This is an optimization exercise on Yosys and OpenROAD, whose aim is small area, a short achievable clock period and few clock cycles per item, not a production implementation. Function was checked by simulation only, so behaviour that the tests miss may differ from the original. Power is estimated from default activity; no workload was simulated.

===== config.mk =====
export PLATFORM = sky130hd
export DESIGN_NAME = moving_average_oversampled
export DESIGN_NICKNAME = moving_average_oversampled
export VERILOG_FILES = /design/flow/design.v
export SDC_FILE = /design/flow/constraint.sdc
export NUM_CORES = 4
export LEC_CHECK = 0
export ABC_CLOCK_PERIOD_IN_PS = 2500
export CAP_MARGIN = 20
export CORE_MARGIN = 2
export CORE_UTILIZATION = 70
export SETUP_SLACK_MARGIN = 4.5
export SLEW_MARGIN = 20

===== constraint.sdc =====
create_clock -name core_clock -period 8.0 [get_ports {clk}]
set_input_delay 1.6000 -clock core_clock [delete_from_list [all_inputs] [get_ports {clk}]]
set_output_delay 1.6000 -clock core_clock [all_outputs]
set_load 0.01 [all_outputs]

===== design.v =====
package mao_pkg;
	localparam int WindowDepth = 32;
	localparam int AddrW       = 5;
	localparam int SampleW     = 32;
	localparam int TapW        = 6;
	localparam int FactorW     = 16;
	localparam int CfgDataW    = 16;
	localparam int SumW        = SampleW + $clog2(WindowDepth);
	localparam int RemW        = 5;
	localparam int QuoW        = SampleW - 1;
	localparam logic [TapW-1:0] TapCountReset = TapW'(32);
endpackage
module mao_addsub (
	input  logic [mao_pkg::SumW-1:0] a,
	input  logic [mao_pkg::SumW-1:0] b,
	input  logic                     cin,
	output logic [mao_pkg::SumW-1:0] y
);
	assign y = a + b + mao_pkg::SumW'(cin);
endmodule
module mao_window_ram (
	input  logic                        clk,
	input  logic                        wr_en,
	input  logic                        wr_all,
	input  logic [mao_pkg::AddrW-1:0]   wr_addr,
	input  logic [mao_pkg::SampleW-1:0] wr_data,
	input  logic [mao_pkg::AddrW-1:0]   rd_addr,
	output logic [mao_pkg::SampleW-1:0] rd_data
);
	logic [mao_pkg::SampleW-1:0] mem [mao_pkg::WindowDepth];
	always_ff @(posedge clk) begin
		for (int i = 0; i < mao_pkg::WindowDepth; i++) begin
			if (wr_all || (wr_en && wr_addr == mao_pkg::AddrW'(i))) begin
				mem[i] <= wr_data;
			end
		end
	end
	assign rd_data = mem[rd_addr];
endmodule
module moving_average_oversampled (
	input  logic                                clk,
	input  logic                                arst_n,
	input  logic                                sample_valid,
	output logic                                sample_stall,
	input  logic signed [mao_pkg::SampleW-1:0]  sample,
	output logic                                result_valid,
	input  logic                                result_stall,
	output logic signed [mao_pkg::SampleW-1:0]  filtered,
	output logic                                clipped,
	input  logic                                cfg_valid,
	output logic                                cfg_ready,
	input  logic                                cfg_index,
	input  logic [mao_pkg::CfgDataW-1:0]        cfg_data
);
	localparam int SW = mao_pkg::SumW;    
	localparam int NU = 21;
	logic [5:0] tap_count_q;
	logic [5:0] fac_q;       
	logic [5:0] held_q;
	logic [5:0] tcur;
	logic [5:0] tcur_n;
	logic [5:0] cfg_fac;
	logic       cfg_taps_we;
	assign cfg_ready   = 1'b1;
	assign cfg_taps_we = cfg_valid && !cfg_index;
	assign cfg_fac = (cfg_data == '0) ? 6'd1 :
		((|cfg_data[15:6]) || (cfg_data[5:0] > 6'd33)) ? 6'd33 : cfg_data[5:0];
	assign tcur   = (tap_count_q > 6'd32) ? 6'd32 : tap_count_q;
	assign tcur_n = cfg_taps_we ? ((cfg_data[5:0] > 6'd32) ? 6'd32 : cfg_data[5:0]) : tcur;
	always_ff @(posedge clk or negedge arst_n) begin
		if (!arst_n) begin
			tap_count_q <= mao_pkg::TapCountReset;
			fac_q       <= 6'd1;
		end else if (cfg_valid) begin
			if (!cfg_index) tap_count_q <= cfg_data[5:0];
			else            fac_q       <= cfg_fac;
		end
	end
	logic        primed_q;
	logic [5:0]  teff_q;      
	logic [5:0]  p_q;         
	logic [4:0]  pe_q;        
	logic        alleq_q;     
	logic [4:0]  ra_q;        
	logic        stp_q, up_q, hlv_q, zro_q;
	logic        stale_q;     
	logic        sstall_q;
	logic [5:0]  d_q;
	logic [6:0]  d3_q;
	logic        dq_ok_q;
	logic [2:0]  dc_cnt_q;
	logic [5:0]  dc_r_q;
	logic [5:0]  dc_quo_q;
	logic        f_sv_q, f_item_q, f_wr_q, f_wall_q;
	logic        f_azero_q, f_ahlv_q, f_bs_q, f_bsh_q, f_cw_q, f_neg_q;
	logic [31:0] f_s_q, f_w_q;
	logic [4:0]  f_wa_q;
	logic        vs_q;
	logic signed [SW-1:0] s_q;
	logic        v0_q;
	logic        or_v_q, os_v_q;
	logic [31:0] or_f_q, os_f_q;
	logic        or_c_q, os_c_q;
	logic        adv;
	logic        accept, prime_op, samp_op, step_op;
	logic [31:0] rd_data;
	assign adv          = !os_v_q;
	logic        en_f_q, en_s_q, en_r_q, en_acc_q;
	always_ff @(posedge clk or negedge arst_n) begin
		if (!arst_n) begin
			en_f_q  <= 1'b0;
			en_s_q  <= 1'b0;
			en_r_q  <= 1'b0;
			en_acc_q <= 1'b0;
		end else begin
			en_acc_q <= adv_n && (adv ? f_sv_q : ad_sv_q);
			en_f_q  <= adv_n;
			en_s_q  <= adv_n && (adv ? (prime_op || samp_op || step_op) : f_sv_q);
			en_r_q  <= adv_n && (adv ? f_item_q : vs_q);
		end
	end
	assign sample_stall = sstall_q;
	assign accept       = sample_valid && !sstall_q;
	assign prime_op     = accept && !primed_q;
	assign samp_op      = accept && primed_q;
	assign step_op      = !accept && step_b;
	mao_window_ram u_ram (
		.clk     (clk),
		.wr_en   (f_wr_q),
		.wr_all  (f_wall_q),
		.wr_addr (f_wa_q),
		.wr_data (f_s_q),
		.rd_addr (ra_q),
		.rd_data (rd_data)
	);
	logic [5:0] teff_n, p_n, pe_inc;
	logic [4:0] pe_n, ra_n;
	logic       alleq_n, primed_n, stp_n, up_n, hlv_n, zro_n;
	logic       teq_n;
	logic       dq_ok_n, adv_n, os_v_n, can_n;
	assign pe_inc = {1'b0, pe_q} + 6'd1;
	function automatic logic [9:0] cand(input logic [5:0] teff, input logic [4:0] pe,
		input logic alleq, input logic [5:0] tc, input logic [5:0] tcn);
		logic stp, up, hlv, zro, teq;
		logic [4:0] ra;
		stp = (teff != tc);
		up  = teff < tc;
		hlv = alleq && !teff[0] && (teff != 6'd0) && ({1'b0, teff[5:1]} >= tc);
		zro = (teff > tc) && ({tc, 1'b1} < teff);
		teq = (teff == tcn);
		ra  = teq ? pe : (up ? teff[4:0] : 5'(teff - 6'd1));
		cand = {stp, up, hlv, zro, teq, ra};
	endfunction
	logic [5:0] teff_a, teff_b, p_a, t_up, t_dn, t_hv;
	logic [4:0] pe_a, pe_b, pe_up, pe_dn, pe_hv;
	logic       alleq_a, dq_ok_a, dq_ok_b, step_b;
	logic [9:0] c_a, c_b, c_0, c_up, c_dn, c_hv, c_zr, c_n;
	logic       can_a, can_b;
	assign step_b = adv && primed_q && stp_q && !stale_q && (hlv_q || zro_q || (!f_wr_q && !f_wall_q));
	always_comb begin
		if (!primed_q) begin
			teff_a  = 6'd32;
			p_a     = p_q;
			pe_a    = p_q[5] ? 5'd0 : p_q[4:0];
			alleq_a = 1'b1;
			dq_ok_a = (fac_q == 6'd1);
		end else begin
			teff_a  = teff_q;
			p_a     = pe_inc;
			pe_a    = (pe_inc >= teff_q) ? 5'd0 : pe_inc[4:0];
			alleq_a = 1'b0;
			dq_ok_a = dq_ok_q;
		end
	end
	assign t_up  = teff_q + 6'd1;
	assign t_dn  = teff_q - 6'd1;
	assign t_hv  = {1'b0, teff_q[5:1]};
	assign pe_up = (p_q >= t_up) ? 5'd0 : p_q[4:0];
	assign pe_dn = (p_q >= t_dn) ? 5'd0 : p_q[4:0];
	assign pe_hv = (p_q >= t_hv) ? 5'd0 : p_q[4:0];
	assign c_a  = cand(teff_a, pe_a, alleq_a, tcur, tcur_n);
	assign c_0  = cand(teff_q, pe_q, alleq_q, tcur, tcur_n);
	assign c_up = cand(t_up, pe_up, alleq_q, tcur, tcur_n);
	assign c_dn = cand(t_dn, pe_dn, alleq_q, tcur, tcur_n);
	assign c_hv = cand(t_hv, pe_hv, alleq_q, tcur, tcur_n);
	assign c_zr = cand(6'd0, 5'd0, alleq_q, tcur, tcur_n);
	always_comb begin
		teff_b  = teff_q;
		pe_b    = pe_q;
		c_b     = c_0;
		dq_ok_b = dq_ok_q || d_load;
		if (step_b) begin
			dq_ok_b = 1'b0;
			if (hlv_q) begin
				teff_b = t_hv;
				pe_b   = pe_hv;
				c_b    = c_hv;
			end else if (zro_q) begin
				teff_b = 6'd0;
				pe_b   = 5'd0;
				c_b    = c_zr;
			end else if (up_q) begin
				teff_b = t_up;
				pe_b   = pe_up;
				c_b    = c_up;
			end else begin
				teff_b = t_dn;
				pe_b   = pe_dn;
				c_b    = c_dn;
			end
		end
	end
	assign can_a = adv_n && primed_q && c_a[5] && dq_ok_a && (teff_q != 6'd1);
	assign can_b = adv_n && (!primed_q || (!step_b && c_0[5] && (dq_ok_q || d_load)));
	assign c_n   = accept ? c_a : c_b;
	assign can_n = accept ? can_a : can_b;
	assign teff_n   = accept ? teff_a : teff_b;
	assign p_n      = accept ? p_a : p_q;
	assign pe_n     = accept ? pe_a : pe_b;
	assign alleq_n  = accept ? alleq_a : alleq_q;
	assign primed_n = primed_q || accept;
	assign dq_ok_n  = accept ? dq_ok_a : dq_ok_b;
	assign stp_n    = primed_n && c_n[9];
	assign up_n     = c_n[8];
	assign hlv_n    = c_n[7];
	assign zro_n    = c_n[6];
	assign teq_n    = c_n[5];
	assign ra_n     = c_n[4:0];
	always_ff @(posedge clk or negedge arst_n) begin
		if (!arst_n) begin
			primed_q <= 1'b0;
			teff_q   <= '0;
			p_q      <= '0;
			pe_q     <= '0;
			alleq_q  <= 1'b0;
			ra_q     <= '0;
			stp_q    <= 1'b0;
			up_q     <= 1'b0;
			hlv_q    <= 1'b0;
			zro_q    <= 1'b0;
			stale_q  <= 1'b0;
			sstall_q <= 1'b0;
		end else begin
			primed_q <= primed_n;
			teff_q   <= teff_n;
			p_q      <= p_n;
			pe_q     <= pe_n;
			alleq_q  <= alleq_n;
			ra_q     <= ra_n;
			stp_q    <= stp_n;
			up_q     <= up_n;
			hlv_q    <= hlv_n;
			zro_q    <= zro_n;
			stale_q  <= cfg_taps_we;
			sstall_q <= !can_n;
		end
	end
	always_ff @(posedge clk or negedge arst_n) begin
		if (!arst_n) begin
			held_q <= 6'd1;
		end else if (prime_op) begin
			held_q <= fac_q;
		end
	end
	logic [6:0] dc_t, dc_diff;
	logic       dc_ge;
	logic [5:0] dc_res;
	logic       dc_restart, d_load;
	assign dc_restart = cfg_taps_we || prime_op;
	logic       dc_fast;
	logic [5:0] dc_fast_q;
	assign dc_fast    = (held_q == 6'd1) || (held_q == 6'd2);
	assign dc_fast_q  = held_q[0] ? tcur : {1'b0, tcur[5:1]};
	assign d_load     = !dq_ok_q && (dc_fast || dc_cnt_q == 3'd6) && (teff_q == tcur) &&
		!f_item_q && !vs_q;
	assign dc_t    = {dc_r_q, tcur[3'd5 - dc_cnt_q]};
	assign dc_diff = dc_t - {1'b0, held_q};
	assign dc_ge   = !dc_diff[6];
	assign dc_res  = dc_fast ? ((dc_fast_q == '0) ? 6'd1 : dc_fast_q) :
		((dc_quo_q == '0) ? 6'd1 : dc_quo_q);
	always_ff @(posedge clk or negedge arst_n) begin
		if (!arst_n) begin
			dq_ok_q  <= 1'b0;
			dc_cnt_q <= '0;
			dc_r_q   <= '0;
			dc_quo_q <= '0;
		end else begin
			if (dc_restart) begin
				dc_cnt_q <= '0;
				dc_r_q   <= '0;
				dc_quo_q <= '0;
			end else if (dc_cnt_q != 3'd6) begin
				dc_cnt_q <= dc_cnt_q + 3'd1;
				dc_r_q   <= dc_ge ? dc_diff[5:0] : dc_t[5:0];
				dc_quo_q <= {dc_quo_q[4:0], dc_ge};
			end
			if (prime_op) begin
				dq_ok_q <= (fac_q == 6'd1);
			end else if (step_op) begin
				dq_ok_q <= 1'b0;
			end else if (d_load) begin
				dq_ok_q <= 1'b1;
			end
		end
	end
	always_ff @(posedge clk) begin
		if (prime_op) begin
			d_q   <= 6'd32;
			d3_q  <= 7'd96;
		end else if (d_load) begin
			d_q   <= dc_res;
			d3_q  <= {dc_res, 1'b0} + {1'b0, dc_res};
		end
	end
	always_ff @(posedge clk or negedge arst_n) begin
		if (!arst_n) begin
			f_sv_q   <= 1'b0;
			f_item_q <= 1'b0;
			f_wr_q   <= 1'b0;
			f_wall_q <= 1'b0;
		end else if (adv) begin
			f_sv_q   <= prime_op || samp_op || step_op;
			f_item_q <= prime_op || samp_op;
			f_wr_q   <= samp_op;
			f_wall_q <= prime_op;
		end
	end
	always_ff @(posedge clk) begin
		if (en_f_q) begin
			f_s_q     <= sample;
			f_w_q     <= rd_data;
			f_wa_q    <= pe_q;
			f_azero_q <= prime_op || (!accept && !hlv_q && zro_q);
			f_ahlv_q  <= !accept && hlv_q;
			f_bs_q    <= samp_op && teff_q != 6'd0;
			f_bsh_q   <= prime_op;
			f_cw_q    <= (samp_op && teff_q != 6'd0) || (!accept && !hlv_q && !zro_q);
			f_neg_q   <= samp_op || !up_q;
		end
	end
	logic [SW-1:0] ad_x, ad_y, ad_sum;
	logic [SW-1:0] ad_q;
	logic          ad_az_q, ad_ahlv_q, ad_sv_q;
	assign ad_x = f_bs_q ? {{(SW-32){f_s_q[31]}}, f_s_q} :
		(f_bsh_q ? {f_s_q, 5'd0} : '0);
	assign ad_y = f_cw_q ? ({{(SW-32){f_w_q[31]}}, f_w_q} ^ {SW{f_neg_q}}) : '0;
	mao_addsub u_add (
		.a   (ad_x),
		.b   (ad_y),
		.cin (f_cw_q && f_neg_q),
		.y   (ad_sum)
	);
	always_ff @(posedge clk or negedge arst_n) begin
		if (!arst_n) begin
			vs_q    <= 1'b0;
			v0_q    <= 1'b0;
			ad_sv_q <= 1'b0;
		end else if (adv) begin
			vs_q    <= f_item_q;
			v0_q    <= vs_q;
			ad_sv_q <= f_sv_q;
		end
	end
	always_ff @(posedge clk) begin
		if (en_s_q) begin
			ad_q      <= ad_sum;
			ad_az_q   <= f_azero_q;
			ad_ahlv_q <= f_ahlv_q;
		end
	end
	logic [SW-1:0] acc_a;
	assign acc_a = ad_az_q ? '0 : (ad_ahlv_q ? {s_q[SW-1], s_q[SW-1:1]} : s_q);
	logic [5:0] r_d_q;
	logic [6:0] r_d3_q;
	always_ff @(posedge clk) begin
		if (en_acc_q) begin
			s_q <= acc_a + ad_q;
		end
	end
	always_ff @(posedge clk) begin
		if (en_r_q) begin
			r_d_q  <= d_q;
			r_d3_q <= d3_q;
		end
	end
	logic [NU:0]       b_v, b_sg, b_clp;
	logic              x_sat;
	logic [NU:0][4:0]  b_r;
	logic [NU:0][31:0] b_d;
	logic [NU:0][5:0]  b_dd;
	logic [NU:0][6:0]  b_d3;
	logic              x_sg;
	logic [35:0]       x_m;
	logic              x_eq, x_small;
	assign x_sg    = s_q[SW-1];
	assign x_m     = s_q[35:0] ^ {36{x_sg}};
	assign x_eq    = ({1'b0, x_m[35:31]} == r_d_q);
	assign x_small = (x_m[30:5] == '0) && (({1'b0, x_m[4:0]} + 6'd1) < r_d_q);
	assign b_v[0]   = v0_q;
	assign b_sg[0]  = x_sg;
	assign x_sat    = ({1'b0, x_m[35:31]} >= r_d_q);
	assign b_clp[0] = x_sat && !(x_sg && x_eq && x_small);
	assign b_r[0]   = {1'b0, x_m[35:32]};
	assign b_d[0]   = x_m[31:0];
	assign b_dd[0]  = r_d_q;
	assign b_d3[0]  = r_d3_q;
	for (genvar u = 0; u < NU; u++) begin : g_unit
		logic [4:0]  r_o;
		logic [31:0] d_o;
		if (u == 0 || u % 2 == 1) begin : g_r4
			logic [6:0] t;
			logic [7:0] e1, e2, e3;
			logic       g1, g2, g3;
			assign t   = {b_r[u], b_d[u][31:30]};
			assign e1  = {1'b0, t} - {2'b0, b_dd[u]};
			assign e2  = {1'b0, t} - {1'b0, b_dd[u], 1'b0};
			assign e3  = {1'b0, t} - {1'b0, b_d3[u]};
			assign g1  = !e1[7];
			assign g2  = !e2[7];
			assign g3  = !e3[7];
			assign r_o = g3 ? e3[4:0] : (g2 ? e2[4:0] : (g1 ? e1[4:0] : t[4:0]));
			assign d_o = {b_d[u][29:0], g2, g3 || (g1 && !g2)};
		end else begin : g_r2
			logic [5:0] t;
			logic [6:0] e1;
			assign t   = {b_r[u], b_d[u][31]};
			assign e1  = {1'b0, t} - {1'b0, b_dd[u]};
			assign r_o = e1[6] ? t[4:0] : e1[4:0];
			assign d_o = {b_d[u][30:0], !e1[6]};
		end
		if (u % 2 == 0) begin : g_reg
			logic en_q;
			always_ff @(posedge clk or negedge arst_n) begin
				if (!arst_n) begin
					b_v[u+1] <= 1'b0;
					en_q     <= 1'b0;
				end else begin
					if (adv) b_v[u+1] <= b_v[u];
					en_q <= adv_n && (adv ? ((u == 0) ? vs_q : b_v[(u >= 2) ? u - 2 : 0]) : b_v[u]);
				end
			end
			always_ff @(posedge clk) begin
				if (en_q) begin
					b_dd[u+1]  <= b_dd[u];
					b_d3[u+1]  <= b_d3[u];
					b_sg[u+1]  <= b_sg[u];
					b_clp[u+1] <= b_clp[u];
					b_r[u+1]   <= r_o;
					b_d[u+1]   <= d_o;
				end
			end
		end else begin : g_wire
			assign b_v[u+1]   = b_v[u];
			assign b_sg[u+1]  = b_sg[u];
			assign b_clp[u+1] = b_clp[u];
			assign b_r[u+1]   = r_o;
			assign b_d[u+1]   = d_o;
			assign b_dd[u+1]  = b_dd[u];
			assign b_d3[u+1]  = b_d3[u];
		end
	end
	logic [31:0] fmt_f;
	logic        fmt_c;
	logic [31:0] fm_sum;
	logic        fm_sat, fm_sg, fm_inc;
	assign fm_sat = b_d[NU][31];
	assign fm_sg  = b_sg[NU];
	assign fm_inc = fm_sg && (({1'b0, b_r[NU]} + 6'd1) != b_dd[NU]);
	assign fm_sum = {fm_sg, b_d[NU][30:0] ^ {31{fm_sg}}} + {31'd0, fm_inc};
	assign fmt_f  = fm_sat ? (fm_sg ? 32'h8000_0000 : 32'h7fff_ffff) : fm_sum;
	assign fmt_c  = b_clp[NU];
	logic take, in_v;
	assign take = or_v_q && !result_stall;
	assign in_v = adv && b_v[NU];
	always_comb begin
		os_v_n = os_v_q;
		if (os_v_q) begin
			if (take) os_v_n = 1'b0;
		end else if (or_v_q && !take && in_v) begin
			os_v_n = 1'b1;
		end
	end
	assign adv_n = !os_v_n;
	always_ff @(posedge clk or negedge arst_n) begin
		if (!arst_n) begin
			or_v_q <= 1'b0;
			os_v_q <= 1'b0;
		end else begin
			os_v_q <= os_v_n;
			if (os_v_q) begin
				if (take) or_v_q <= 1'b1;
			end else if (!or_v_q || take) begin
				or_v_q <= in_v;
			end
		end
	end
	always_ff @(posedge clk) begin
		if (os_v_q) begin
			if (take) begin
				or_f_q <= os_f_q;
				or_c_q <= os_c_q;
			end
		end else if (!or_v_q || take) begin
			or_f_q <= fmt_f;
			or_c_q <= fmt_c;
		end else begin
			os_f_q <= fmt_f;
			os_c_q <= fmt_c;
		end
	end
	assign result_valid = or_v_q;
	assign filtered     = or_f_q;
	assign clipped      = or_c_q;
endmodule

===== run.sh =====
#!/bin/bash
# synth_recipe.tcl (not shown) runs the flow's synth.tcl, then flattens the netlist and writes it again
# the make line also repeats each setting of config.mk as NAME=value (left out here)
make -C /OpenROAD-flow-scripts/flow DESIGN_CONFIG=/design/flow/config.mk WORK_HOME=/design/flow/orfs CLKGATE_MAP_FILE= SYNTH_SCRIPT=/design/flow/synth_recipe.tcl finish

==> flow_summary.yaml, run 1 <==
status:
  status: "no timing/DRC/antenna violations"
synth:
  synth_top_area_share_pct: 62.5
  synth_area_leader_cell: "edfxtp_1"
  synth_area_sq_um: 86800
  netlist_instances: 6100
  yosysUniqueCellTypes: 87
  async_flop_share_pct: 5.16
  syn_nets: 6643
  yosysWarningCount: 73
  synth-seq-cells: 1919
  synth-edff-count: 1808
  avgSynthCellArea_sq_um: 14.2
  ys_top_cells_by_area: "edfxtp_1 (63%), ha_1 (6.4%), dfrtp_1 (2.8%), xnor2_1 (2.0%), a22o_1 (2.0%)"
  synth_ff_type: "edfxtp_1"
  yosysSeqAreaShare_pct: 65.7
critical_path:
  reg2reg_to: "b_r[37]"
  crit_path_max_fanout: 4
  path_class: "reg -> reg"
  cp.required_ns: 8.60
  start_kind: "flip-flop"
  rr_startpoint: "b_d[191]"
  r2r_cells: 17
  arrival_ns: 4.75
  critPathCaptureType: "flip-flop"
  r2r_setup_slack_ns: 3.84
power:
  ir_worst_vdd_mv: 0.306
  power_density_nw_per_um2: 327
  leakagePower_uw: 0.0380
  power_uw: 33600
sta:
  period_share_pct: 51.9
  fin_crit_ns: 4.16
  setup_tns_ns: 0
  setup_viol: 0
  skew_ns: 0.0645
  drv_slew: 0
  fin_ws_ns: 3.84
  fmax_mhz: 241
  rsz0062_at_grt: "true"
  worst-slew-pin-transition_ns: 1.15
  hold_slack_ns: 0.401
  hold_viol_final: 0
  slew_headroom_pct: 23.4
global_route:
  grt_use_met1_pct: 50.1
  grt_pass1_vias: 58600
  globalRouteOverflowTotal: 0
  antenna_found_initial: 6
  grt_start_max_net_pins: 65
  busiest_layer: "met2"
  grt_pass1_wl_microns: 374000
  use_met3_pct: 10.7
  use_met2_pct: 64.0
  track_usage_pct: 40.5
routing:
  first_pass_iters: 8
  wl_microns: 267000
  wire_per_inst_microns: 31.4
  viasPerCell: 7.07
  vias: 60000
  drtAntennaViolNets: 0
  drt-initial-drc-count: 9337
  drc: 0
floorplanning:
  die_w_microns: 356
  pin_count: 90
  start_util_pct: 70.4
  die_area_sq_um: 127000
  die_h_microns: 356
  core_sq_um: 123000
  fp-row-count: 129
place:
  dp_hpwl_microns: 139000
  routabilityCongestion: 0.925
  dpl_worst_slack_ns: 2.78
  port_buffers: 88
layout:
  area_growth_pct: 18.1
  drive_gt1_share_pct: 21.0
  fillers: 5953
  layout_common_cells: "edfxtp_1 (1,808), buf_4 (457), ha_1 (384), inv_1 (282), nor2_1 (232)"
  layout.cells.most_common: "edfxtp_1"
  num-nets-final: 7231
clocking:
  ctsHoldBuffers: 0
  insertion_delay_ns: 0.85
  numCtsBuffers: 184
  root_buffer: "clkbuf_16"
  cts.sinks: 1919
  path_clk_slew_ns: 0.07
  cts_buffer_depth: 3
  cts_tree: "yes"
  htreeDepth: 4
job:
  cap_violations: 0
worst_hold_path:
  hp-class: "reg -> reg"
  holdPathStages: 0
  whs_endpoint: "b_d[618]"
  hp-start: "b_d[551]"
cell type report:
class | instances | area [sq um] | share of cell area, %
clock inverters | 115 | 1230 | 1.20
flip-flops and latches | 1919 | 57100 | 55.6
well taps | 1637 | 2050 | 2.00
diodes | 3 | 7.51 | 0.00732
multi-input cells | 3611 | 30600 | 29.8
repair buffers | 625 | 5420 | 5.28
inverters | 347 | 1380 | 1.35
clock buffers | 228 | 4830 | 4.71
kinds of logic (layout without fill, tap and decap cells):
family	after synthesis	after routing	share of synthesized area (%)
AOI/OAI and AO/OA	1509	1509	12.4
xor gates and xnor gates	324	324	3.27
adders and majority gates	492	492	7.50
buffers and inverters	570	1315	2.49
DFF	1919	1919	65.7
muxes	198	198	2.41
other	1	4	0.00432
and+or+nand+nor	1087	1087	6.25
worst max-delay path by stage:
stage / startpoint / to / slack (ns) / cells after the start
3_5_place_dp: cfg_index / ra_q[0] / 2.78 / 10
2_1_floorplan: cfg_index / ra_q[0] / 4.15 / 12
3_3_place_gp: cfg_index / ra_q[0] / 2.79 / 10
5_1_grt: b_d[255] / b_r[49] / 3.77 / 20
6_report: b_d[191] / b_r[37] / 3.84 / 17
4_1_cts: b_d[319] / b_r[57] / 4.02 / 18
registers in the layout (all words and copies together) (netlist names), 11 cells and up:
signal and flops:
ad_q 37, b_clp 11, b_d 352, b_d3 60, b_dd 66, b_r 55, b_sg 11, b_v 11
f_s_q 32, f_w_q 32, g_unit.g_reg.en_q 11, or_f_q 32, os_f_q 32, s_q 37, u_ram.mem 1024
cell usage after synthesis (16+ instances only):
| cell | count |
|---|---|
| edfxtp_1 | 1808 |
| ha_1 | 441 |
| inv_1 | 344 |
| nor2_1 | 291 |
| a21oi_1 | 284 |
| nand2_1 | 243 |
| o21ai_0 | 207 |
| xnor2_1 | 201 |
| a22o_1 | 200 |
| clkbuf_1 | 196 |
| a22oi_1 | 170 |
| a221oi_1 | 167 |
| xor2_1 | 123 |
| a21o_1 | 118 |
| mux2i_1 | 112 |
| dfrtp_1 | 96 |
| nand3_1 | 92 |
| nand4_1 | 88 |
| mux2_2 | 86 |
| nor2b_1 | 67 |
| nand2b_1 | 64 |
| o21a_1 | 58 |
| fa_1 | 48 |
| nor3_1 | 47 |
| and2_1 | 43 |
| a31oi_1 | 38 |
| o32a_1 | 33 |
| o21bai_1 | 27 |
| a211oi_1 | 26 |
| or3_1 | 26 |
| a211o_1 | 22 |
| a21boi_0 | 22 |
| nand3b_1 | 22 |
| or2_2 | 22 |
| o31ai_1 | 21 |
| and3_1 | 19 |
| buf_1 | 17 |
| nor4_1 | 17 |
| o211ai_1 | 16 |
where the power goes:
part	switching [uW]	internal (uW)	total, uW
Clock	3980	4830	8820
Sequential	806	12300	13100
Combinational	6690	4990	11700
Total	11500	22100	33600
worst max-delay path, cell delays in order (launching register included):
cell and delay (ns):
edfxtp_1 0.47, buf_4 0.18, ha_4 0.21, nor2b_4 0.13, o21ai_2 0.18, a21boi_2 0.10
o21a_1 0.20, o21a_2 0.23, or3_1 0.40, a31oi_2 0.26, mux2i_2 0.14, ha_1 0.34
a21o_1 0.21, a21oi_2 0.19, o21bai_2 0.10, a21oi_4 0.22, inv_2 0.10, mux2_2 0.28
repair_timing:
item | in CTS | in global routing
gates cloned | 3 | 3
resized for setup | 266 | 273
setup endpoints to repair | 176 | 130
pin swaps | 148 | 177
setup buffers | 274 | 136
layer usage:
metal | wire (microns) | vias up
li1 | - | 24700
met1 | 88100 | 29000
met2 | 125000 | 4915
met3 | 34200 | 1305
met4 | 19800 | 4
met5 | 22 | -
metrics by stage:
stage	cells	instance area [sq um]	util, %
2_1_floorplan	6100	87700	-
3_3_place_gp	7720	91000	73.8
3_5_place_dp	7720	91000	73.8
4_1_cts	8340	100000	81.2
5_1_grt	8482	103000	83.1
6_report	8485	103000	83.2
Testbench counts, summed over its fixed seeds: cycles 2,348, items 1,920.
==> run 2: changes to the inputs <==
--- a/config.mk
+++ b/config.mk
@@ -8,6 +8,6 @@
 export ABC_CLOCK_PERIOD_IN_PS = 2500
 export CAP_MARGIN = 20
 export CORE_MARGIN = 2
-export CORE_UTILIZATION = 70
+export CORE_UTILIZATION = 60
 export SETUP_SLACK_MARGIN = 4.5
 export SLEW_MARGIN = 20
==> flow_summary.yaml, run 2 <==
status:
  status: "no timing/DRC/antenna violations"
synth:
  synth_top_area_share_pct: 62.5
  yosysWarningCount: 73
  syn_nets: 6643
  synthTopCellsByCount: "edfxtp_1 (1,808), ha_1 (441), inv_1 (344)"
  synth_area_leader_cell: "edfxtp_1"
  netlist_instances: 6100
  async_flop_share_pct: 5.16
  synth.most_common_cell: "edfxtp_1"
  synth-seq-cells: 1919
  ys_top_cells_by_area: "edfxtp_1 (63%), ha_1 (6.4%), dfrtp_1 (2.8%), xnor2_1 (2.0%), a22o_1 (2.0%)"
  yosysSeqAreaShare_pct: 65.7
  synth_area_sq_um: 86800
  avgSynthCellArea_sq_um: 14.2
  synth_ff_type: "edfxtp_1"
  yosysUniqueCellTypes: 87
  synth-edff-count: 1808
global_route:
  track_usage_pct: 33.6
  grt_pass1_wl_microns: 360000
  grt_pass1_vias: 54600
  antenna_found_initial: 3
  grt_start_max_net_pins: 69
  globalRouteOverflowTotal: 0
worst_hold_path:
  holdPathStages: 0
  hp-class: "reg -> reg"
critical_path:
  critPathCaptureType: "flip-flop"
  path_class: "reg -> reg"
  arrival_ns: 4.43
  cp.required_ns: 8.59
  r2r_cells: 16
  crit_path_max_fanout: 4
  start_kind: "flip-flop"
layout:
  area_growth_pct: 18.3
  layout_common_cells: "edfxtp_1 (1,808), buf_4 (462), ha_1 (384), inv_1 (285), nor2_1 (228)"
  reg.largest.list: "u_ram.mem: 1024 flops, b_d: 352 flops, b_dd: 66 flops"
  layout.cells.most_common: "edfxtp_1"
  design_area_sq_um: 103000
  fillers: 9608
  drive_gt1_share_pct: 20.7
  top_register: "u_ram.mem"
  num-nets-final: 7225
  largest_reg_flops: 1024
clocking:
  numCtsBuffers: 190
  path_clk_slew_ns: 0.06
  cts_buffer_depth: 3
  htreeDepth: 4
  root_buffer: "clkbuf_16"
  ctsHoldBuffers: 0
  insertion_delay_ns: 0.87
  cts_tree: "yes"
  cts.sinks: 1919
routing:
  wl_microns: 252000
  drtAntennaViolNets: 0
  viasPerCell: 6.46
  vias: 56500
  first_pass_iters: 6
  drt-initial-drc-count: 6491
  wire_per_inst_microns: 28.8
  drc: 0
place:
  placed_cell_area_sq_um: 91400
  port_buffers: 88
  dp_hpwl_microns: 142000
  dpl_worst_slack_ns: 2.67
  routabilityCongestion: 0.893
sta:
  fin_crit_ns: 3.84
  period_share_pct: 48.1
  worst-slew-pin-transition_ns: 1.17
  setup_tns_ns: 0
  fmax_mhz: 260
  fin_ws_ns: 4.16
  slew_headroom_pct: 22.1
  hold_slack_ns: 0.391
  skew_ns: 0.0764
  setup_viol: 0
  drv_slew: 0
  hold_viol_final: 0
  rsz0062_at_grt: "true"
job:
  cap_violations: 0
power:
  leakagePower_uw: 0.0379
  ir_worst_vdd_mv: 0.257
  power_density_nw_per_um2: 326
floorplanning:
  die_area_sq_um: 148000
  core_sq_um: 144000
  die_h_microns: 384
  fp-row-count: 139
  die_w_microns: 384
  start_util_pct: 60.4
  pin_count: 90
## run 2: metal layers
layer	GRT usage, %	vias to the layer above	share of wire (%)
li1	-	24700	-
met1	44.2	28100	38
met2	55.9	2972	49
met3	5.96	648	9.4
met4	13.3	2	4.4
met5	0	-	0.0052
## run 2: path summary, 6_finish.rpt
check                              start         to  slack (ns)
worst max-delay path            b_d[191]    b_r[37]        4.16
worst min register to register  b_d[548]   b_d[615]        0.39
worst min-delay path            b_d[548]   b_d[615]        0.39
worst max register to register  b_d[191]    b_r[37]        4.16
max in group asynchronous         arst_n  teff_q[1]        5.78
min in group asynchronous         arst_n     b_v[1]        0.72
## run 2: kinds of logic after synthesis
logic type,after synthesis,share of synthesized area (%)
buf+inv,570,2.49
xor+xnor,324,3.27
mux,198,2.41
compound gates,1509,12.4
fa+ha+maj,492,7.50
other cells,1,0.00432
flops,1919,65.7
simple gates,1087,6.25
## run 2: cell type report
class / count / area, sq um / share of cell area (%)
Sequential cell: 1919 / 57100 / 55.5
Clock buffer: 234 / 5030 / 4.90
Inverter: 347 / 1360 / 1.32
Tap cell: 1903 / 2380 / 2.32
Timing Repair Buffer: 613 / 5240 / 5.10
Antenna cell: 1 / 2.50 / 0.00244
Clock inverter: 113 / 1180 / 1.15
Multi-Input combinational cell: 3611 / 30500 / 29.7
## run 2: where the power goes
part / leakage, uW / switching, uW / internal, uW
clock: 0.00296 / 3930 / 4880
sequential: 0.0179 / 767 / 12300
combinational: 0.0171 / 6570 / 5050
total: 0.0379 / 11300 / 22200
## run 2: stage by stage
step	total power (uW)	util, %	instances
after floorplan	19900	-	6100
after global placement	22700	63.6	7988
after detailed placement	22900	63.6	7989
after CTS	32400	70.0	8605
after global routing	34900	71.5	8740
final	33500	71.5	8741
## run 2: repair_timing
item / 4_1_cts / 5_1_grt
hold endpoints to repair: 0 / 0
setup buffers: 265 / 132
cloned: 4 / 2
gates resized for setup: 235 / 271
pin swaps: 135 / 169
setup endpoints to repair: 159 / 124
## run 2: critical path, stage by stage, from the launching register on
cell	delay (ns)
edfxtp_1	0.49
ha_1	0.35
nor2b_4	0.13
o21ai_2	0.17
a21boi_2	0.08
o21a_1	0.17
o21a_1	0.19
o21ai_2	0.20
nand3b_1	0.20
mux2i_2	0.22
fa_2	0.35
a21o_1	0.18
a21oi_2	0.14
o21bai_1	0.10
a21oi_2	0.25
inv_2	0.07
mux2_2	0.28
==> run 3: changes to the inputs <==
--- a/design.v
+++ b/design.v
@@ -83,7 +83,6 @@
 	logic        alleq_q;     
 	logic [4:0]  ra_q;        
 	logic        stp_q, up_q, hlv_q, zro_q;
-	logic        stale_q;     
 	logic        sstall_q;
 	logic [5:0]  d_q;
 	logic [6:0]  d3_q;
@@ -156,7 +155,7 @@
 	logic       alleq_a, dq_ok_a, dq_ok_b, step_b;
 	logic [9:0] c_a, c_b, c_0, c_up, c_dn, c_hv, c_zr, c_n;
 	logic       can_a, can_b;
-	assign step_b = adv && primed_q && stp_q && !stale_q && (hlv_q || zro_q || (!f_wr_q && !f_wall_q));
+	assign step_b = adv && primed_q && stp_q && (hlv_q || zro_q || (!f_wr_q && !f_wall_q));
 	always_comb begin
 		if (!primed_q) begin
 			teff_a  = 6'd32;
@@ -178,12 +177,12 @@
 	assign pe_up = (p_q >= t_up) ? 5'd0 : p_q[4:0];
 	assign pe_dn = (p_q >= t_dn) ? 5'd0 : p_q[4:0];
 	assign pe_hv = (p_q >= t_hv) ? 5'd0 : p_q[4:0];
-	assign c_a  = cand(teff_a, pe_a, alleq_a, tcur, tcur_n);
-	assign c_0  = cand(teff_q, pe_q, alleq_q, tcur, tcur_n);
-	assign c_up = cand(t_up, pe_up, alleq_q, tcur, tcur_n);
-	assign c_dn = cand(t_dn, pe_dn, alleq_q, tcur, tcur_n);
-	assign c_hv = cand(t_hv, pe_hv, alleq_q, tcur, tcur_n);
-	assign c_zr = cand(6'd0, 5'd0, alleq_q, tcur, tcur_n);
+	assign c_a  = cand(teff_a, pe_a, alleq_a, tcur_n, tcur_n);
+	assign c_0  = cand(teff_q, pe_q, alleq_q, tcur_n, tcur_n);
+	assign c_up = cand(t_up, pe_up, alleq_q, tcur_n, tcur_n);
+	assign c_dn = cand(t_dn, pe_dn, alleq_q, tcur_n, tcur_n);
+	assign c_hv = cand(t_hv, pe_hv, alleq_q, tcur_n, tcur_n);
+	assign c_zr = cand(6'd0, 5'd0, alleq_q, tcur_n, tcur_n);
 	always_comb begin
 		teff_b  = teff_q;
 		pe_b    = pe_q;
@@ -238,7 +237,6 @@
 			up_q     <= 1'b0;
 			hlv_q    <= 1'b0;
 			zro_q    <= 1'b0;
-			stale_q  <= 1'b0;
 			sstall_q <= 1'b0;
 		end else begin
 			primed_q <= primed_n;
@@ -251,7 +249,6 @@
 			up_q     <= up_n;
 			hlv_q    <= hlv_n;
 			zro_q    <= zro_n;
-			stale_q  <= cfg_taps_we;
 			sstall_q <= !can_n;
 		end
 	end
--- a/config.mk
+++ b/config.mk
@@ -9,5 +9,5 @@
 export CAP_MARGIN = 20
 export CORE_MARGIN = 2
 export CORE_UTILIZATION = 60
-export SETUP_SLACK_MARGIN = 4.5
+export SETUP_SLACK_MARGIN = 5.0
 export SLEW_MARGIN = 20
==> flow_summary.yaml, run 3 <==
layout:
  layout_common_cells: "edfxtp_1 (1,808), buf_4 (550), ha_1 (372), inv_1 (263), nor2_1 (253)"
  top_register: "u_ram.mem"
  largest_reg_flops: 1024
  register_area_sq_um: 57000
  num-nets-final: 7370
  reg.largest.list: "u_ram.mem: 1024 flops, b_d: 352 flops, b_dd: 66 flops"
  area_growth_pct: 23.0
  instances_no_fill: 8889
  fillers: 8933
  multiInputGateArea_sq_um: 31800
  layout.cells.most_common: "edfxtp_1"
  drive_gt1_share_pct: 27.3
synth:
  synth_ff_type: "edfxtp_1"
  synth_area_leader_cell: "edfxtp_1"
  netlist_instances: 6019
  synth_top_area_share_pct: 62.9
  syn_nets: 6566
  avgSynthCellArea_sq_um: 14.3
  synth_area_sq_um: 86300
  synth-edff-count: 1808
  ys_top_cells_by_area: "edfxtp_1 (63%), ha_1 (6.4%), dfrtp_1 (2.8%), a22o_1 (2.0%), xnor2_1 (1.8%)"
  yosysUniqueCellTypes: 93
  yosysSeqAreaShare_pct: 66.0
  yosysWarningCount: 73
  synth-seq-cells: 1918
  async_flop_share_pct: 5.11
  synthTopCellsByCount: "edfxtp_1 (1,808), ha_1 (445), inv_1 (328)"
  synth.most_common_cell: "edfxtp_1"
place:
  port_buffers: 88
  dp_hpwl_microns: 138000
  dpl_worst_slack_ns: 2.44
  dp.cells: 7921
  routabilityCongestion: 0.887
critical_path:
  r2r_cells: 20
  reg2reg_to: "b_r[56]"
  crit_path_max_fanout: 4
  arrival_ns: 4.54
  rr_startpoint: "b_d[319]"
  r2r_setup_slack_ns: 4.06
  cp.required_ns: 8.60
  critPathCaptureType: "flip-flop"
  critPathLaunch: "b_d[319]"
  endpoint: "b_r[56]"
  start_kind: "flip-flop"
  path_class: "reg -> reg"
global_route:
  antenna_found_initial: 5
  track_usage_pct: 33.8
  globalRouteOverflowTotal: 0
  grt_pass1_vias: 55500
  grt_start_max_net_pins: 78
  grt_pass1_wl_microns: 363000
floorplanning:
  fp-row-count: 139
  die_w_microns: 383
  pin_count: 90
  die_h_microns: 383
  die_area_sq_um: 147000
  start_util_pct: 60.3
  core_sq_um: 143000
clocking:
  htreeDepth: 4
  cts_tree: "yes"
  insertion_delay_ns: 0.87
  root_buffer: "clkbuf_16"
  cts.sinks: 1918
  ctsHoldBuffers: 0
  path_clk_slew_ns: 0.06
  cts_buffer_depth: 3
  numCtsBuffers: 188
sta:
  hold_slack_ns: 0.406
  fmax_mhz: 254
  hold_viol_final: 0
  fin_crit_ns: 3.94
  setup_viol: 0
  fin_ws_ns: 4.06
  worst-slew-pin-transition_ns: 1.16
  period_share_pct: 49.2
  setup_tns_ns: 0
  rsz0062_at_grt: "true"
  drv_slew: 0
  slew_headroom_pct: 22.6
  skew_ns: 0.0725
routing:
  viasPerCell: 6.42
  vias: 57100
  drt-initial-drc-count: 6533
  drtAntennaViolNets: 0
  first_pass_iters: 6
  wl_microns: 254000
  wire_per_inst_microns: 28.6
  drc: 0
status:
  status: "no timing/DRC/antenna violations"
job:
  cap_violations: 0
worst_hold_path:
  hp-class: "reg -> reg"
power:
  ir_worst_vdd_mv: 0.244
  power_density_nw_per_um2: 334
  leakagePower_uw: 0.0394
-- run 3: cell type report --
type / count / area share (%)
Timing Repair Buffer: 823 / 6.93
Clock inverter: 109 / 1.20
Clock buffer: 243 / 4.66
Antenna cell: 1 / 0.00236
Timing Repair inverter: 1 / 0.00471
Inverter: 337 / 1.27
Sequential cell: 1918 / 53.7
Tap cell: 1903 / 2.24
Multi-Input combinational cell: 3554 / 30.0
-- run 3: logic make-up (layout without fill, tap and decap cells) --
family / count (synthesis) / after routing / share of synthesized area [%]
simple gates: 1022 / 1023 / 5.75
buf+inv: 549 / 1513 / 2.43
flops: 1918 / 1918 / 66.0
compound gates: 1487 / 1488 / 12.2
fa+ha+maj: 497 / 497 / 7.61
mux: 233 / 233 / 2.82
xor+xnor: 312 / 312 / 3.17
other cells: 1 / 2 / 0.00434
-- run 3: timing repair --
item                                   in CTS  in global routing
pin swaps                                 292                290
resized for setup                         669                377
buffers inserted                          436                164
setup endpoints to repair                 253                210
cloned                                     11                  3
endpoints found under the hold margin       0                  0
-- run 3: power breakdown --
group,switching [uW],leakage [uW],internal (uW)
registers,753,0.0179,12300
clock network,3910,0.00301,4950
logic,7400,0.0184,6190
total,12100,0.0394,23400
-- run 3: how the worst min path moves through the flow --
stage / cells after the start / endpoint / from / slack, ns
5_1_grt: 0 / b_d[291] / b_d[224] / 0.41
2_1_floorplan: 0 / ad_ahlv_q / f_ahlv_q / 0.40
6_report: 0 / b_d[495] / b_d[428] / 0.41
3_3_place_gp: 0 / b_sg[7] / b_sg[5] / 0.40
3_5_place_dp: 0 / b_clp[11] / b_clp[9] / 0.40
4_1_cts: 0 / b_d[495] / b_d[428] / 0.41
-- run 3: critical path: stages (launching register included) --
cell and delay (ns):
edfxtp_1 0.50, inv_2 0.13, ha_4 0.13, inv_2 0.04
fa_2 0.35, a21oi_2 0.13, nor2b_1 0.05, o21ai_1 0.15
nand2b_1 0.12, a21oi_4 0.26, inv_2 0.11, nand2_2 0.11
o21ai_4 0.08, mux2i_1 0.16, ha_1 0.27, a21o_1 0.17
a21oi_2 0.18, o21bai_2 0.10, a21oi_4 0.21, buf_6 0.15
mux2_4 0.29
-- run 3: metrics by stage --
| stage | total power [uW] | cell area (sq um) | utilization, % |
|---|---|---|---|
| 4_1_cts | 34100 | 103000 | 72.0 |
| 6_report | 35500 | 106000 | 74.2 |
| 3_5_place_dp | 23000 | 91200 | 63.7 |
| 3_3_place_gp | 22900 | 91200 | 63.7 |
| 2_1_floorplan | 20100 | 87600 | - |
| 5_1_grt | 36900 | 106000 | 74.2 |
-- run 3: layer usage --
| metal | GRT usage, % | vias up | part of all wire, % |
|---|---|---|---|
| li1 | - | 24900 | - |
| met1 | 44.6 | 28500 | 38 |
| met2 | 56.2 | 3006 | 49 |
| met3 | 5.93 | 641 | 9.1 |
| met4 | 13.2 | 6 | 4.2 |
| met5 | 0 | - | 0.013 |
Testbench counts of run 3, summed over its fixed seeds: cycles 2,332, items 1,920.
==> run 4: changes to the inputs <==
--- a/config.mk
+++ b/config.mk
@@ -9,5 +9,5 @@
 export CAP_MARGIN = 20
 export CORE_MARGIN = 2
 export CORE_UTILIZATION = 60
-export SETUP_SLACK_MARGIN = 5.0
+export SETUP_SLACK_MARGIN = 4.5
 export SLEW_MARGIN = 20
==> flow_summary.yaml, run 4 <==
status:
  status: "no timing/DRC/antenna violations"
layout:
  reg.largest.list: "u_ram.mem: 1024 flops, b_d: 352 flops, b_dd: 66 flops"
  largest_reg_flops: 1024
  top_register: "u_ram.mem"
  instances_no_fill: 8682
  layout_common_cells: "edfxtp_1 (1,808), buf_4 (450), ha_1 (393), inv_1 (273), nor2_1 (272)"
  num-nets-final: 7161
  area_growth_pct: 18.9
  fillers: 9260
  layout.cells.most_common: "edfxtp_1"
  drive_gt1_share_pct: 21.3
clocking:
  cts_tree: "yes"
  cts_buffer_depth: 3
  insertion_delay_ns: 0.84
  ctsHoldBuffers: 0
  root_buffer: "clkbuf_16"
  cts.sinks: 1918
  path_clk_slew_ns: 0.06
  numCtsBuffers: 190
  htreeDepth: 4
critical_path:
  crit_slowest_cell: "edfxtp_1"
  start_kind: "flip-flop"
  critPathBufInv: 2
  critPathTopFamily: "compound AO/OA/AOI/OAI gates"
  path_class: "reg -> reg"
  critPathCaptureType: "flip-flop"
  critPathLaunch: "b_d[319]"
  critPathMaxStageDelay_ns: 0.44
  cp.required_ns: 8.58
  arrival_ns: 4.40
  cp_cell_sequence: "buf_6 > ha_4 > nor2b_4 > o21ai_4 > a21boi_2 > o21a_1 > o21ai_2 > nand2_4 > mux2i_2 > o21ai_2 > mux2i_1 > ha_1 > a21o_1 > a21oi_2 > o21bai_2 > a21oi_4 > buf_6 > mux2_4"
  crit_path_max_fanout: 6
  rr_startpoint: "b_d[319]"
power:
  switching_share_pct: 33.5
  p_clk_share_pct: 26.6
  ir_worst_vdd_mv: 0.283
  power_uw: 33900
  power_density_nw_per_um2: 330
  pwr-share-comb_pct: 35.1
  leakagePower_uw: 0.0378
  switching_power_uw: 11300
  p_int_uw: 22500
  power_frac_seq_pct: 38.3
routing:
  vias: 56100
  drt-initial-drc-count: 6784
  wl_microns: 250000
  first_pass_iters: 6
  drc: 0
  drtAntennaViolNets: 0
  wire_per_inst_microns: 28.8
  viasPerCell: 6.46
floorplanning:
  start_util_pct: 60.3
  fp-row-count: 139
  die_area_sq_um: 147000
  die_h_microns: 383
  die_w_microns: 383
  pin_count: 90
  core_sq_um: 143000
synth:
  ys_top_cells_by_area: "edfxtp_1 (63%), ha_1 (6.4%), dfrtp_1 (2.8%), a22o_1 (2.0%), xnor2_1 (1.8%)"
  synth_top_area_share_pct: 62.9
  yosysUniqueCellTypes: 93
  yosysSeqAreaShare_pct: 66.0
  yosysWarningCount: 73
  async_flop_share_pct: 5.11
  synth-edff-count: 1808
  synth_area_sq_um: 86300
  netlist_instances: 6019
  synth.most_common_cell: "edfxtp_1"
  synth_ff_type: "edfxtp_1"
  synth_area_leader_cell: "edfxtp_1"
  synthTopCellsByCount: "edfxtp_1 (1,808), ha_1 (445), inv_1 (328)"
  avgSynthCellArea_sq_um: 14.3
  synth-seq-cells: 1918
  syn_nets: 6566
sta:
  fin_crit_ns: 3.82
  setup_viol: 0
  fin_ws_ns: 4.18
  worst-slew-pin-transition_ns: 1.15
  rsz0062_at_grt: "true"
  period_share_pct: 47.8
  slew_headroom_pct: 23.0
  skew_ns: 0.0503
  setup_tns_ns: 0
  fmax_mhz: 262
  drv_slew: 0
  hold_viol_final: 0
global_route:
  track_usage_pct: 33.4
  grt_pass1_wl_microns: 357000
  grt_pass1_vias: 53800
  grt_start_max_net_pins: 74
  globalRouteOverflowTotal: 0
  antenna_found_initial: 3
place:
  routabilityCongestion: 0.872
  dpl_worst_slack_ns: 2.42
  port_buffers: 88
  dp_hpwl_microns: 139000
  dp.cells: 7924
worst_hold_path:
  hp-start: "b_d[230]"
  hp-class: "reg -> reg"
job:
  cap_violations: 0
run 4: cell counts after synthesis:
No cell type changed its count.
run 4: logic make-up after synthesis:
logic type               Yosys count  share of synthesized area (%)
AO/OA/AOI/OAI                   1487                           12.2
buffers and inverters            549                           2.43
AND/OR/NAND/NOR                 1022                           5.75
other                              1                        0.00434
multiplexers                     233                           2.82
adder cells (fa/ha/maj)          497                           7.61
XOR/XNOR                         312                           3.17
flip-flops                      1918                           66.0
run 4: cell type report:
cell class              count  area [sq um]  area share, %
flip-flops and latches   1918         57000           55.5
multi-input cells        3554         30300           29.5
repair buffers            613          5310           5.18
clock buffers             251          5150           5.01
well taps                1903          2380           2.32
inverters                 337          1310           1.27
clock inverters           105          1220           1.19
diodes                      1          2.50        0.00244
run 4: metrics by stage:
stage | hold WS [ns] | area [sq um] | util, %
global route | 0.411 | 103000 | 71.7
floorplan | 0.400 | 87000 | -
finish | 0.397 | 103000 | 71.7
CTS | 0.394 | 100000 | 70.1
global placement | 0.401 | 90900 | 63.5
detailed placement | 0.405 | 90900 | 63.5
run 4: power by group through the flow:
stage                     sequential [uW]  combinational (uW)  clock (uW)
after CTS                           13000               10700        9080
final                               13000               11900        9000
after detailed placement            13200                9710           0
after global routing                13000               12800        9480
after floorplan                     12900                6900           0
after global placement              13200                9550           0
run 4: path summary, 6_finish.rpt:
path                       endpoint  slack [ns]  cells after the start
max                         b_r[56]        4.18                     18
min                        b_d[297]        0.40                      0
max reg2reg                 b_r[56]        4.18                     18
min reg2reg                b_d[297]        0.40                      0
max in group asynchronous   pe_q[4]        6.19                      3
min in group asynchronous  en_acc_q        0.70                      1
run 4: worst reg2reg max path, stage by stage, from the launching register on:
cell and delay, ns:
edfxtp_1 0.44, buf_6 0.15, ha_4 0.20, nor2b_4 0.13
o21ai_4 0.14, a21boi_2 0.08, o21a_1 0.21, o21ai_2 0.16
nand2_4 0.11, mux2i_2 0.18, o21ai_2 0.17, mux2i_1 0.09
ha_1 0.34, a21o_1 0.19, a21oi_2 0.19, o21bai_2 0.10
a21oi_4 0.26, buf_6 0.15, mux2_4 0.29
run 4: repair_timing:
item,4_1_cts,5_1_grt
endpoints found under the setup margin,131,126
pin swaps,183,199
gates cloned,4,3
buffers inserted,260,131
resized for setup,291,273
run 4: metal layers:
layer | global-route usage, % | vias up | routed length [microns]
met3 | 6.20 | 646 | 24400
met5 | 0 | - | 0
li1 | - | 24500 | -
met4 | 13.1 | 0 | 10500
met1 | 44.9 | 28000 | 95000
met2 | 54.4 | 3030 | 120000
==> run 5: changes to the inputs <==
--- a/config.mk
+++ b/config.mk
@@ -8,6 +8,6 @@
 export ABC_CLOCK_PERIOD_IN_PS = 2500
 export CAP_MARGIN = 20
 export CORE_MARGIN = 2
-export CORE_UTILIZATION = 60
+export CORE_UTILIZATION = 50
 export SETUP_SLACK_MARGIN = 4.5
 export SLEW_MARGIN = 20
==> flow_summary.yaml, run 5 <==
status:
  status: "no timing/DRC/antenna violations"
power:
  ir_worst_vdd_mv: 0.257
  switching_power_uw: 11400
  pwr-share-comb_pct: 35.7
  switching_share_pct: 33.8
  p_int_uw: 22400
  power_density_nw_per_um2: 328
  leakagePower_uw: 0.0377
  power_frac_seq_pct: 38.3
  p_clk_share_pct: 26.0
routing:
  dr_wl_met2_microns: 121000
  first_pass_iters: 6
  drc: 0
  drt-met1-wl_microns: 99300
  dr_wl_met3_microns: 21600
  wire_per_inst_microns: 27.5
  drt-initial-drc-count: 5963
  vias: 55400
  wl_microns: 251000
  drtAntennaViolNets: 0
  top_layer_used: "met4"
  viasPerCell: 6.09
clocking:
  cts_tree: "yes"
  cts_buffer_depth: 3
  cts.sinks: 1918
  root_buffer: "clkbuf_16"
  path_clk_slew_ns: 0.06
  numCtsBuffers: 193
  insertion_delay_ns: 0.88
  htreeDepth: 4
global_route:
  grt_pass1_vias: 53600
  antenna_found_initial: 1
  track_usage_pct: 27.9
  grt_start_max_net_pins: 76
  grt_pass1_wl_microns: 357000
  globalRouteOverflowTotal: 0
critical_path:
  start_kind: "flip-flop"
  path_class: "reg -> reg"
  cp.required_ns: 8.60
  crit_path_max_fanout: 5
  critPathCaptureType: "flip-flop"
  arrival_ns: 4.53
synth:
  synthTopCellsByCount: "edfxtp_1 (1,808), ha_1 (445), inv_1 (328)"
  synth.most_common_cell: "edfxtp_1"
  yosysSeqAreaShare_pct: 66.0
  synth-seq-cells: 1918
  yosysUniqueCellTypes: 93
  synth_ff_type: "edfxtp_1"
  synth_area_leader_cell: "edfxtp_1"
  yosysWarningCount: 73
  synth_area_sq_um: 86300
  syn_nets: 6566
  synth_top_area_share_pct: 62.9
  async_flop_share_pct: 5.11
  synth-edff-count: 1808
  ys_top_cells_by_area: "edfxtp_1 (63%), ha_1 (6.4%), dfrtp_1 (2.8%), a22o_1 (2.0%), xnor2_1 (1.8%)"
  netlist_instances: 6019
  avgSynthCellArea_sq_um: 14.3
layout:
  layout_common_cells: "edfxtp_1 (1,808), buf_4 (457), ha_1 (388), inv_1 (275), nor2_1 (274)"
  largest_reg_flops: 1024
  drive_gt1_share_pct: 21.4
  instances_no_fill: 9101
  diodes: 0
  top_register: "u_ram.mem"
  reg.largest.list: "u_ram.mem: 1024 flops, b_d: 352 flops, b_dd: 66 flops"
  area_growth_pct: 19.5
  num-nets-final: 7177
  layout.cells.most_common: "edfxtp_1"
sta:
  fin_crit_ns: 3.93
  setup_tns_ns: 0
  setup_viol: 0
  period_share_pct: 49.1
  skew_ns: 0.0594
  rsz0062_at_grt: "true"
  hold_viol_final: 0
  worst-slew-pin-transition_ns: 1.23
  fmax_mhz: 255
  slew_headroom_pct: 17.5
  drv_slew: 0
floorplanning:
  pin_count: 90
  start_util_pct: 50.3
  die_area_sq_um: 176000
  core_sq_um: 172000
  die_w_microns: 420
  fp-row-count: 152
  die_h_microns: 420
place:
  dp.cells: 8323
  dp_hpwl_microns: 138000
  port_buffers: 88
  routabilityCongestion: 0.884
worst_hold_path:
  hp-class: "reg -> reg"
job:
  cap_violations: 0
## run 5: cell count changes in the layout (fill, tap and decap cells not counted), moves of 7 or more
cell	before	now
buf_4	450	457
clkinv_1	33	47
clkbuf_8	10	3
buf_6	55	63
ha_4	30	37
o21ai_1	43	50
mux2i_2	13	22
## run 5: path summary, 6_finish.rpt
| path | cells after the start | end | slack, ns | from |
|---|---|---|---|---|
| worst min register to register | 0 | b_d[317] | 0.38 | b_d[250] |
| worst min-delay path | 0 | b_d[317] | 0.38 | b_d[250] |
| max in group asynchronous | 2 | en_f_q | 6.18 | arst_n |
| worst max register to register | 18 | b_r[106] | 4.07 | b_d[639] |
| worst max-delay path | 18 | b_r[106] | 4.07 | b_d[639] |
| min in group asynchronous | 1 | g_unit[14].g_reg.en_q | 0.68 | arst_n |
## run 5: worst max-delay path, cell delays in order (launching register included)
cell,delay (ns)
edfxtp_1,0.48
buf_6,0.17
ha_4,0.19
nor2b_1,0.12
o21ai_1,0.21
a21boi_2,0.09
o21a_1,0.22
o21ai_2,0.14
nand2_2,0.09
buf_12,0.14
mux2_4,0.30
mux2i_4,0.16
a21oi_2,0.08
ha_1,0.31
a21oi_2,0.21
o21bai_2,0.12
a21oi_4,0.22
buf_6,0.14
mux2_4,0.29
## run 5: power groups by stage
stage	sequential [uW]	combinational [uW]	clock, uW
5_1_grt	13000	13100	9280
4_1_cts	13000	10700	8900
6_report	13000	12100	8790
3_5_place_dp	13200	9710	0
2_1_floorplan	12900	6900	0
3_3_place_gp	13100	9620	0
## run 5: final cells by class
class                      count  area (sq um)
clock inverter               114          1070
multi-input combinational   3553         30400
sequential                  1918         57000
inverter                     337          1320
fill                       13300         68400
clock buffer                 242          5060
timing repair buffer         627          5420
tap                         2310          2890
## run 5: logic make-up after synthesis
kind of cell | synth area share (%)
AOI/OAI and AO/OA | 12.2
adders and majority gates | 7.61
xor gates and xnor gates | 3.17
other | 0.00434
muxes | 2.82
buffers and inverters | 2.43
and+or+nand+nor | 5.75
DFF | 66.0
## run 5: timing repair
action                     in CTS  in global routing
resized for setup             280                294
cloned                          3                  3
setup buffers                 234                181
setup endpoints to repair     133                112
hold buffers                    0                  0
pin swaps                     161                218
## run 5: layer usage
layer | up-vias | GRT usage [%]
li1 | 24500 | -
met1 | 27900 | 37.1
met2 | 2543 | 46.2
met3 | 535 | 4.85
met4 | 0 | 9.82
met5 | - | 0
## run 5: per-stage QoR
step	power [uW]	setup slack [ns]	hold WS [ns]	instance area [sq um]	utilization, %
after CTS	32600	4.11	0.378	100000	58.5
final	33800	4.07	0.376	103000	60.1
after floorplan	19800	3.81	0.400	87000	-
after global routing	35400	3.98	0.384	103000	60.1
after detailed placement	22900	2.47	0.405	91300	53.2
after global placement	22800	2.43	0.400	91300	53.2
==> run 6: changes to the inputs <==
--- a/config.mk
+++ b/config.mk
@@ -5,9 +5,9 @@
 export SDC_FILE = /design/flow/constraint.sdc
 export NUM_CORES = 4
 export LEC_CHECK = 0
-export ABC_CLOCK_PERIOD_IN_PS = 2500
+export ABC_CLOCK_PERIOD_IN_PS = 3500
 export CAP_MARGIN = 20
 export CORE_MARGIN = 2
-export CORE_UTILIZATION = 50
+export CORE_UTILIZATION = 60
 export SETUP_SLACK_MARGIN = 4.5
 export SLEW_MARGIN = 20
==> flow_summary.yaml, run 6 <==
floorplanning:
  die_w_microns: 383
  fp-row-count: 139
  die_h_microns: 383
  core_sq_um: 143000
  start_util_pct: 60.3
  pin_count: 90
  die_area_sq_um: 147000
synth:
  async_flop_share_pct: 5.11
  synth_area_leader_cell: "edfxtp_1"
  avgSynthCellArea_sq_um: 14.3
  synth-seq-cells: 1918
  ys_top_cells_by_area: "edfxtp_1 (63%), ha_1 (6.4%), dfrtp_1 (2.8%), a22o_1 (2.0%), xnor2_1 (1.8%)"
  synth_ff_type: "edfxtp_1"
  netlist_instances: 6019
  synth_top_area_share_pct: 62.9
  synth.most_common_cell: "edfxtp_1"
  yosysWarningCount: 73
  yosysSeqAreaShare_pct: 66.0
  yosysUniqueCellTypes: 93
  synthTopCellsByCount: "edfxtp_1 (1,808), ha_1 (445), inv_1 (328)"
  syn_nets: 6566
  synth_area_sq_um: 86300
  synth-edff-count: 1808
clocking:
  cts_tree: "yes"
  numCtsBuffers: 190
  root_buffer: "clkbuf_16"
  path_clk_slew_ns: 0.06
  insertion_delay_ns: 0.84
  cts_buffer_depth: 3
  htreeDepth: 4
  cts.sinks: 1918
layout:
  fillers: 9260
  reg.largest.list: "u_ram.mem: 1024 flops, b_d: 352 flops, b_dd: 66 flops"
  area_growth_pct: 18.9
  top_register: "u_ram.mem"
  layout.cells.most_common: "edfxtp_1"
  num-nets-final: 7161
  drive_gt1_share_pct: 21.3
  layout_common_cells: "edfxtp_1 (1,808), buf_4 (450), ha_1 (393), inv_1 (273), nor2_1 (272)"
  largest_reg_flops: 1024
power:
  power_density_nw_per_um2: 330
  switching_power_uw: 11300
  pwr-share-comb_pct: 35.1
  power_uw: 33900
  p_int_uw: 22500
  switching_share_pct: 33.5
  power_frac_seq_pct: 38.3
  ir_worst_vdd_mv: 0.283
  p_clk_share_pct: 26.6
  leakagePower_uw: 0.0378
routing:
  wire_per_inst_microns: 28.8
  drt-met1-wl_microns: 95000
  viasPerCell: 6.46
  wl_microns: 250000
  drc: 0
  top_layer_used: "met4"
  drt-initial-drc-count: 6784
  drtAntennaViolNets: 0
  dr_wl_met2_microns: 120000
  first_pass_iters: 6
  dr_wl_met3_microns: 24400
  vias: 56100
critical_path:
  critPathBufInv: 2
  cp_cell_sequence: "buf_6 > ha_4 > nor2b_4 > o21ai_4 > a21boi_2 > o21a_1 > o21ai_2 > nand2_4 > mux2i_2 > o21ai_2 > mux2i_1 > ha_1 > a21o_1 > a21oi_2 > o21bai_2 > a21oi_4 > buf_6 > mux2_4"
  crit_slowest_cell: "edfxtp_1"
  arrival_ns: 4.40
  critPathMaxStageDelay_ns: 0.44
  start_kind: "flip-flop"
  critPathCaptureType: "flip-flop"
  path_class: "reg -> reg"
  cp_num_cells: 18
  r2r_cells: 18
  cp.required_ns: 8.58
  crit_path_max_fanout: 6
  critPathTopFamily: "compound AO/OA/AOI/OAI gates"
sta:
  fmax_mhz: 262
  period_share_pct: 47.8
  fin_ws_ns: 4.18
  fin_crit_ns: 3.82
  rsz0062_at_grt: "true"
  worst-slew-pin-transition_ns: 1.15
  skew_ns: 0.0503
  hold_viol_final: 0
  slew_headroom_pct: 23.0
  setup_viol: 0
  setup_tns_ns: 0
  drv_slew: 0
place:
  dp_hpwl_microns: 139000
  routabilityCongestion: 0.872
  port_buffers: 88
  dpl_worst_slack_ns: 2.42
worst_hold_path:
  hp-class: "reg -> reg"
  holdPathStages: 0
global_route:
  globalRouteOverflowTotal: 0
  grt_pass1_wl_microns: 357000
  grt_pass1_vias: 53800
  grt_start_max_net_pins: 74
  antenna_found_initial: 3
  track_usage_pct: 33.4
job:
  cap_violations: 0
status:
  status: "no timing/DRC/antenna violations"
run 6: power groups by stage:
| stage | sequential, uW | combinational (uW) | clock [uW] |
|---|---|---|---|
| 2_1_floorplan | 12900 | 6900 | 0 |
| 3_3_place_gp | 13200 | 9550 | 0 |
| 3_5_place_dp | 13200 | 9710 | 0 |
| 4_1_cts | 13000 | 10700 | 9080 |
| 5_1_grt | 13000 | 12800 | 9480 |
| 6_report | 13000 | 11900 | 9000 |
run 6: per-stage QoR:
stage,hold WS [ns],utilization (%),std cells,cell area [sq um]
after floorplan,0.400,-,6019,87000
after global placement,0.401,63.5,7924,90900
after detailed placement,0.405,63.5,7924,90900
after CTS,0.394,70.1,8544,100000
after global routing,0.411,71.7,8681,103000
final,0.397,71.7,8682,103000
run 6: layer usage:
| metal | global-route usage (%) | vias to the layer above |
|---|---|---|
| met3 | 6.20 | 646 |
| met4 | 13.1 | 0 |
| met1 | 44.9 | 28000 |
| met2 | 54.4 | 3030 |
| li1 | - | 24500 |
| met5 | 0 | - |
run 6: final timing paths:
check | startpoint | to | slack (ns)
worst max register to register | b_d[319] | b_r[56] | 4.18
worst min-delay path | b_d[230] | b_d[297] | 0.40
max in group asynchronous | arst_n | pe_q[4] | 6.19
worst max-delay path | b_d[319] | b_r[56] | 4.18
min in group asynchronous | arst_n | en_acc_q | 0.70
worst min register to register | b_d[230] | b_d[297] | 0.40
run 6: timing repair:
action                                  CTS  global route
pin swaps                               183           199
endpoints found under the setup margin  131           126
setup buffers                           260           131
cloned                                    4             3
hold buffers                              0             0
resized for setup                       291           273
run 6: cell type report:
type | count | area (sq um) | area share, %
clock buffers | 251 | 5150 | 5.01
flip-flops and latches | 1918 | 57000 | 55.5
inverters | 337 | 1310 | 1.27
clock inverters | 105 | 1220 | 1.19
well taps | 1903 | 2380 | 2.32
multi-input cells | 3554 | 30300 | 29.5
repair buffers | 613 | 5310 | 5.18
diodes | 1 | 2.50 | 0.00244
run 6: kinds of logic after synthesis:
group	after synthesis	share of synthesized area (%)
flip-flops	1918	66.0
multiplexers	233	2.82
adder cells (fa/ha/maj)	497	7.61
buffers and inverters	549	2.43
AO/OA/AOI/OAI	1487	12.2
other	1	0.00434
XOR/XNOR	312	3.17
AND/OR/NAND/NOR	1022	5.75

-- afterwards: timing with drivers on the ports --
In the flow no input, the clock included, has a driving cell. The finished layouts below were timed again as built, in two steps. Step 1 (the two cells are an assumption about what drives the block):
set clk [get_ports {clk}]
set_driving_cell -lib_cell sky130_fd_sc_hd__clkbuf_16 $clk
set_driving_cell -lib_cell sky130_fd_sc_hd__buf_2 [delete_from_list [all_inputs] $clk]
Step 2, shift: input delay + t, output delay - t, t = (earliest + latest rising clock arrival at the registers) / 2. This alone moves slack from input paths to output paths. a / b / c = ideal ports / drivers / drivers and shift; a / b = the first two.
run	shift t [ns]	slack for setup (ns)	hold WS [ns]	latest minus earliest clock arrival (ns)
run 1	0.903	3.845 / 3.845 / 3.734	0.401 / 0.401 / 0.401	0.066 / 0.065
run 2	0.919	4.155 / 4.155 / 3.721	0.391 / 0.391 / 0.391	0.079 / 0.080
run 3	0.907	4.064 / 4.064 / 3.483	0.406 / 0.406 / 0.406	0.087 / 0.087
run 4	0.898	4.179 / 4.179 / 3.485	0.397 / 0.397 / 0.397	0.058 / 0.058
run 5	0.933	4.073 / 4.073 / 3.501	0.376 / 0.376 / 0.376	0.078 / 0.078
run 6	0.898	4.179 / 4.179 / 3.485	0.397 / 0.397 / 0.397	0.058 / 0.058
After both steps setup and hold are still met in every run listed.
